Source: an optimization exercise on an open RTL-to-GDS flow (aim: small area, a short achievable clock period and few clock cycles per item). Production flows keep margins and buffers that such runs may drop. RTL that was checked went through simulation tests only; none was proved equivalent to the original. No activity file was given, so power comes from the tool's default toggle rates.

## lru_cache_table
module lru_cache_table #(
  parameter int DEPTH = lct_pkg::DEPTH_DEFAULT
) (
  input  logic                        clk,
  input  logic                        rst,
  input  logic                        in_valid,
  output logic                        in_ready,
  input  logic [lct_pkg::CMD_W-1:0]   command,
  input  logic [lct_pkg::KEY_W-1:0]   key,
  input  logic [lct_pkg::VALUE_W-1:0] value,
  output logic                        out_valid,
  input  logic                        out_ready,
  output logic                        hit,
  output logic [lct_pkg::VALUE_W-1:0] read_data
);
  localparam int N  = DEPTH;
  localparam int IW = lct_pkg::addr_w(DEPTH);
  localparam int KW = lct_pkg::KEY_W;
  localparam int VW = lct_pkg::VALUE_W;
  logic                      req_v;
  logic [lct_pkg::CMD_W-1:0] req_cmd;
  logic [KW-1:0]             req_key;
  logic [VW-1:0]             req_val;
  logic [N-1:0]              req_m;     
  logic [KW-1:0] tk  [N];
  logic [IW-1:0] ptr [N];
  logic [N-1:0]  vld;
  logic [VW-1:0] sv  [N];
  logic [1:0]    rq_n;
  logic          rq_hit  [2];
  logic          rq_miss [2];
  logic [IW-1:0] rq_slot [2];
  logic          o_free;
  logic          rq_pop;
  logic          r_hit, r_miss;
  logic          go;
  logic [N:0]    ahead;     
  logic          any;
  logic [IW-1:0] hptr;
  logic [IW-1:0] wslot;
  logic          is_lk, is_ins, is_clr;
  logic          do_hit, do_ins, do_clr;
  logic [N-1:0]  sel_prev, sel_next;
  logic [N-1:0]  eq;
  logic          eq_req;
  logic [N-1:0]  m_d;
  assign go       = req_v && !rq_n[1];
  assign in_ready = !req_v || !rq_n[1];
  assign o_free   = !out_valid || out_ready;
  assign rq_pop   = o_free && (rq_n != 2'd0);
  assign r_hit    = is_lk && any;
  assign r_miss   = is_lk && !any;
  assign is_lk  = (req_cmd == lct_pkg::CMD_LOOKUP);
  assign is_ins = (req_cmd == lct_pkg::CMD_INSERT);
  assign is_clr = (req_cmd == lct_pkg::CMD_CLEAR);
  always_comb begin
    ahead[0] = 1'b0;
    for (int p = 0; p < N; p++) begin
  ...
Size in the first run: about 960 flip-flops, roughly 89 I/O pins, about 41000 sq um of cells after synthesis.
Settings: LEC_CHECK=0, CAP_MARGIN=20, CORE_MARGIN=2, CORE_UTILIZATION=70, CTS_CLUSTER_SIZE=20, SETUP_SLACK_MARGIN=2.5, SLEW_MARGIN=20; clock period 5.0 ns.
run.sh (not shown) runs the stock make flow with config.mk's settings and CLKGATE_MAP_FILE= SYNTH_SCRIPT=/design/flow/synth_recipe.tcl, a recipe that flattens the netlist after the stock synthesis.
Edit:
CORE_UTILIZATION = 60   (was 70)
CTS_CLUSTER_SIZE = unset   (was 20)
=>
- power goes down slightly
- hold slack loses 0.014 ns
- sequential power hardly moves
- critical path depth is unchanged
- die area climbs by about a fifth
- wire length went down by roughly a tenth
- clock skew went down by 0.025 ns
- sequential share of layout area stays flat
- setup slack is better by 0.41 ns
No run of this note included a check of the RTL's function; only the layout flow was run.

The RTL this note starts from:
==> flow/design.v <==
package lct_pkg;
  localparam int DEPTH_DEFAULT = 16;
  localparam int CMD_W         = 2;
  localparam int KEY_W         = 16;
  localparam int VALUE_W       = 32;
  localparam logic [VALUE_W-1:0] MISS_WORD = 32'hBF80_0000;
  typedef enum logic [CMD_W-1:0] {
    CMD_LOOKUP = 2'd0,
    CMD_INSERT = 2'd1,
    CMD_CLEAR  = 2'd2
  } cmd_t;
  typedef struct packed {
    logic [KEY_W-1:0]   key;
    logic [VALUE_W-1:0] value;
  } entry_t;
  function automatic int addr_w(input int depth);
    addr_w = (depth > 1) ? $clog2(depth) : 1;
  endfunction
endpackage
module lct_ram #(
  parameter int DEPTH = lct_pkg::DEPTH_DEFAULT
) (
  input  logic                              clk,
  input  logic                              rd_en,
  input  logic [lct_pkg::addr_w(DEPTH)-1:0] rd_addr,
  output lct_pkg::entry_t                   rd_data,
  input  logic                              wr_en,
  input  logic [lct_pkg::addr_w(DEPTH)-1:0] wr_addr,
  input  lct_pkg::entry_t                   wr_data
);
  logic [lct_pkg::KEY_W+lct_pkg::VALUE_W-1:0] mem [0:DEPTH-1];
  always_ff @(posedge clk) begin
    if (wr_en) begin
      mem[wr_addr] <= wr_data;
    end
  end
  always_ff @(posedge clk) begin
    if (rd_en) begin
      rd_data <= mem[rd_addr];
    end
  end
endmodule
module lru_cache_table #(
  parameter int DEPTH = lct_pkg::DEPTH_DEFAULT
) (
  input  logic                        clk,
  input  logic                        rst,
  input  logic                        in_valid,
  output logic                        in_ready,
  input  logic [lct_pkg::CMD_W-1:0]   command,
  input  logic [lct_pkg::KEY_W-1:0]   key,
  input  logic [lct_pkg::VALUE_W-1:0] value,
  output logic                        out_valid,
  input  logic                        out_ready,
  output logic                        hit,
  output logic [lct_pkg::VALUE_W-1:0] read_data
);
  localparam int N  = DEPTH;
  localparam int IW = lct_pkg::addr_w(DEPTH);
  localparam int KW = lct_pkg::KEY_W;
  localparam int VW = lct_pkg::VALUE_W;
  logic                      req_v;
  logic [lct_pkg::CMD_W-1:0] req_cmd;
  logic [KW-1:0]             req_key;
  logic [VW-1:0]             req_val;
  logic [N-1:0]              req_m;     
  logic [KW-1:0] tk  [N];
  logic [IW-1:0] ptr [N];
  logic [N-1:0]  vld;
  logic [VW-1:0] sv  [N];
  logic res_v;
  logic res_hit;
  logic res_miss;
  logic o_free;
  logic res_free;
  logic          go;
  logic [N:0]    ahead;     
  logic          any;
  logic [IW-1:0] hptr;
  logic [IW-1:0] wslot;
  logic          is_lk, is_ins, is_clr;
  logic          do_hit, do_ins, do_clr;
  logic [N-1:0]  sel_prev, sel_next;
  logic [N-1:0]  eq;
  logic          eq_req;
  logic [N-1:0]  m_d;
  assign o_free   = !out_valid || out_ready;
  assign res_free = !res_v || o_free;
  assign go       = req_v && res_free;
  assign in_ready = !req_v || res_free;
  assign is_lk  = (req_cmd == lct_pkg::CMD_LOOKUP);
  assign is_ins = (req_cmd == lct_pkg::CMD_INSERT);
  assign is_clr = (req_cmd == lct_pkg::CMD_CLEAR);
  always_comb begin
    ahead[0] = 1'b0;
    for (int p = 0; p < N; p++) begin
      ahead[p+1] = ahead[p] || req_m[p];
    end
    any = ahead[N];
    hptr = '0;
    for (int p = 0; p < N; p++) begin
      hptr = hptr | ({IW{req_m[p] && !ahead[p]}} & ptr[p]);
    end
  end
  assign wslot  = ptr[N-1];
  assign do_hit = go && is_lk && any;
  assign do_ins = go && is_ins;
  assign do_clr = go && is_clr && any;
  always_comb begin
    for (int p = 0; p < N; p++) begin
      sel_prev[p] = do_ins || (do_hit && !ahead[p]);
      sel_next[p] = do_clr && ahead[p+1];
    end
  end
  always_comb begin
    for (int p = 0; p < N; p++) begin
      eq[p] = vld[p] && (tk[p] == key);
    end
    eq_req = (req_key == key);
    for (int p = 0; p < N; p++) begin
      if (sel_prev[p]) begin
        m_d[p] = (p == 0) ? eq_req : eq[(p + N - 1) % N];
      end else if (sel_next[p]) begin
        m_d[p] = (p == N - 1) ? 1'b0 : eq[(p + 1) % N];
      end else begin
        m_d[p] = eq[p];
      end
    end
  end
  always_ff @(posedge clk) begin
    if (sel_prev[0]) begin
      tk[0] <= req_key;
    end else if (sel_next[0]) begin
      tk[0] <= tk[1];
    end
    for (int p = 1; p < N - 1; p++) begin
      if (sel_prev[p]) begin
        tk[p] <= tk[p-1];
      end else if (sel_next[p]) begin
        tk[p] <= tk[p+1];
      end
    end
    if (sel_prev[N-1]) begin
      tk[N-1] <= tk[N-2];
    end
  end
  always_ff @(posedge clk) begin
    if (rst) begin
      for (int p = 0; p < N; p++) begin
        ptr[p] <= IW'(p);
      end
    end else begin
      if (do_ins) begin
        ptr[0] <= wslot;
      end else if (do_hit) begin
        ptr[0] <= hptr;
      end else if (sel_next[0]) begin
        ptr[0] <= ptr[1];
      end
      for (int p = 1; p < N - 1; p++) begin
        if (sel_prev[p]) begin
          ptr[p] <= ptr[p-1];
        end else if (sel_next[p]) begin
          ptr[p] <= ptr[p+1];
        end
      end
      if (sel_prev[N-1]) begin
        ptr[N-1] <= ptr[N-2];
      end else if (do_clr) begin
        ptr[N-1] <= hptr;
      end
    end
  end
  always_ff @(posedge clk) begin
    for (int s = 0; s < N; s++) begin
      if (do_ins && (wslot == IW'(s))) begin
        sv[s] <= req_val;
      end
    end
  end
  always_ff @(posedge clk) begin
    if (in_ready) begin
      req_cmd <= command;
      req_key <= key;
      req_val <= value;
      req_m   <= m_d;
    end
  end
  always_ff @(posedge clk) begin
    if (rst) begin
      req_v     <= 1'b0;
      res_v     <= 1'b0;
      vld       <= '0;
      out_valid <= 1'b0;
    end else begin
      if (in_ready) begin
        req_v <= in_valid;
      end
      if (do_ins) begin
        vld <= {vld[N-2:0], 1'b1};
      end else if (do_clr) begin
        vld <= {1'b0, vld[N-1:1]};
      end
      if (go) begin
        res_v <= 1'b1;
      end else if (o_free) begin
        res_v <= 1'b0;
      end
      if (o_free) begin
        out_valid <= res_v;
      end
    end
  end
  always_ff @(posedge clk) begin
    if (go) begin
      res_hit  <= is_lk && any;
      res_miss <= is_lk && !any;
    end
    if (o_free) begin
      hit       <= res_hit;
      read_data <= res_hit ? sv[ptr[0]] : (res_miss ? lct_pkg::MISS_WORD : '0);
    end
  end
endmodule
clock: 5.0 ns
lec_check: 0
cap_margin: 20
core_margin: 2
core_utilization: 60
cts_cluster_diameter: 110
cts_cluster_size: 24
setup_slack_margin: 2.2
slew_margin: 20
The baseline ran to the end with no violations.
Testbench counts at the start, summed over its fixed seeds: cycles 16,024, requests 16,000.
Change:
CTS_CLUSTER_DIAMETER = unset   (was 110)
CTS_CLUSTER_SIZE = unset   (was 24)
SETUP_SLACK_MARGIN = 2.5   (was 2.2)
Effect: The changed run finished clean. Setup slack gets better by 0.10 ns. Sequential power barely changes. Wire length rises by 12%. Cell count increases by 6.5%. Clock power went up by 77%. Die area is unchanged.
Change:
CTS_CLUSTER_DIAMETER = 110   (was unset)
CTS_CLUSTER_SIZE = 24   (was unset)
After rerunning: The new run finished with timing, DRC and antenna clean. Global-route usage goes down by 0.75 points. Core utilization goes down by 1.9 points. Via count goes down slightly. Sequential power barely changes. Die area stays the same.

==> port drivers added, routing unchanged <==
No port has a modelled driver above. Below, the same layouts with a new extraction and two added sets of constraints. Step 1 (the two cells are an assumption about what drives the block):
set clk [get_ports {clk}]
set_driving_cell -lib_cell sky130_fd_sc_hd__clkbuf_16 $clk
set_driving_cell -lib_cell sky130_fd_sc_hd__buf_2 [delete_from_list [all_inputs] $clk]
Step 2 also shifts input and output timing later by t, the mid clock arrival at the registers, as if the neighbouring blocks saw the same clock. a / b / c = ideal / step 1 / step 2; a / b = the first two.
| run | shift t [ns] | setup slack, ns | worst slew at a driven data input, ns | pins driven straight from the clock port |
|---|---|---|---|---|
| the first run of note 1 | 0.766 | 1.832 / 1.832 / 1.542 | 0.05 | 1 |
| the second run of note 1 | 0.720 | 2.240 / 2.240 / 1.763 | 0.05 | 1 |
| the first run of note 2 | 0.708 | 2.238 / 2.248 / 1.578 | 0.08 | 1 |
| the second run of note 2 | 0.739 | 2.340 / 2.284 / 1.752 | 0.07 | 1 |
| the third run of note 2 | 0.708 | 2.283 / 2.273 / 1.724 | 0.08 | 1 |
After both steps setup and hold are still met in every run listed. The setup slack of the first run of note 2, which loses most, moves by +0.010 ns with the drivers and by -0.660 ns with both steps.
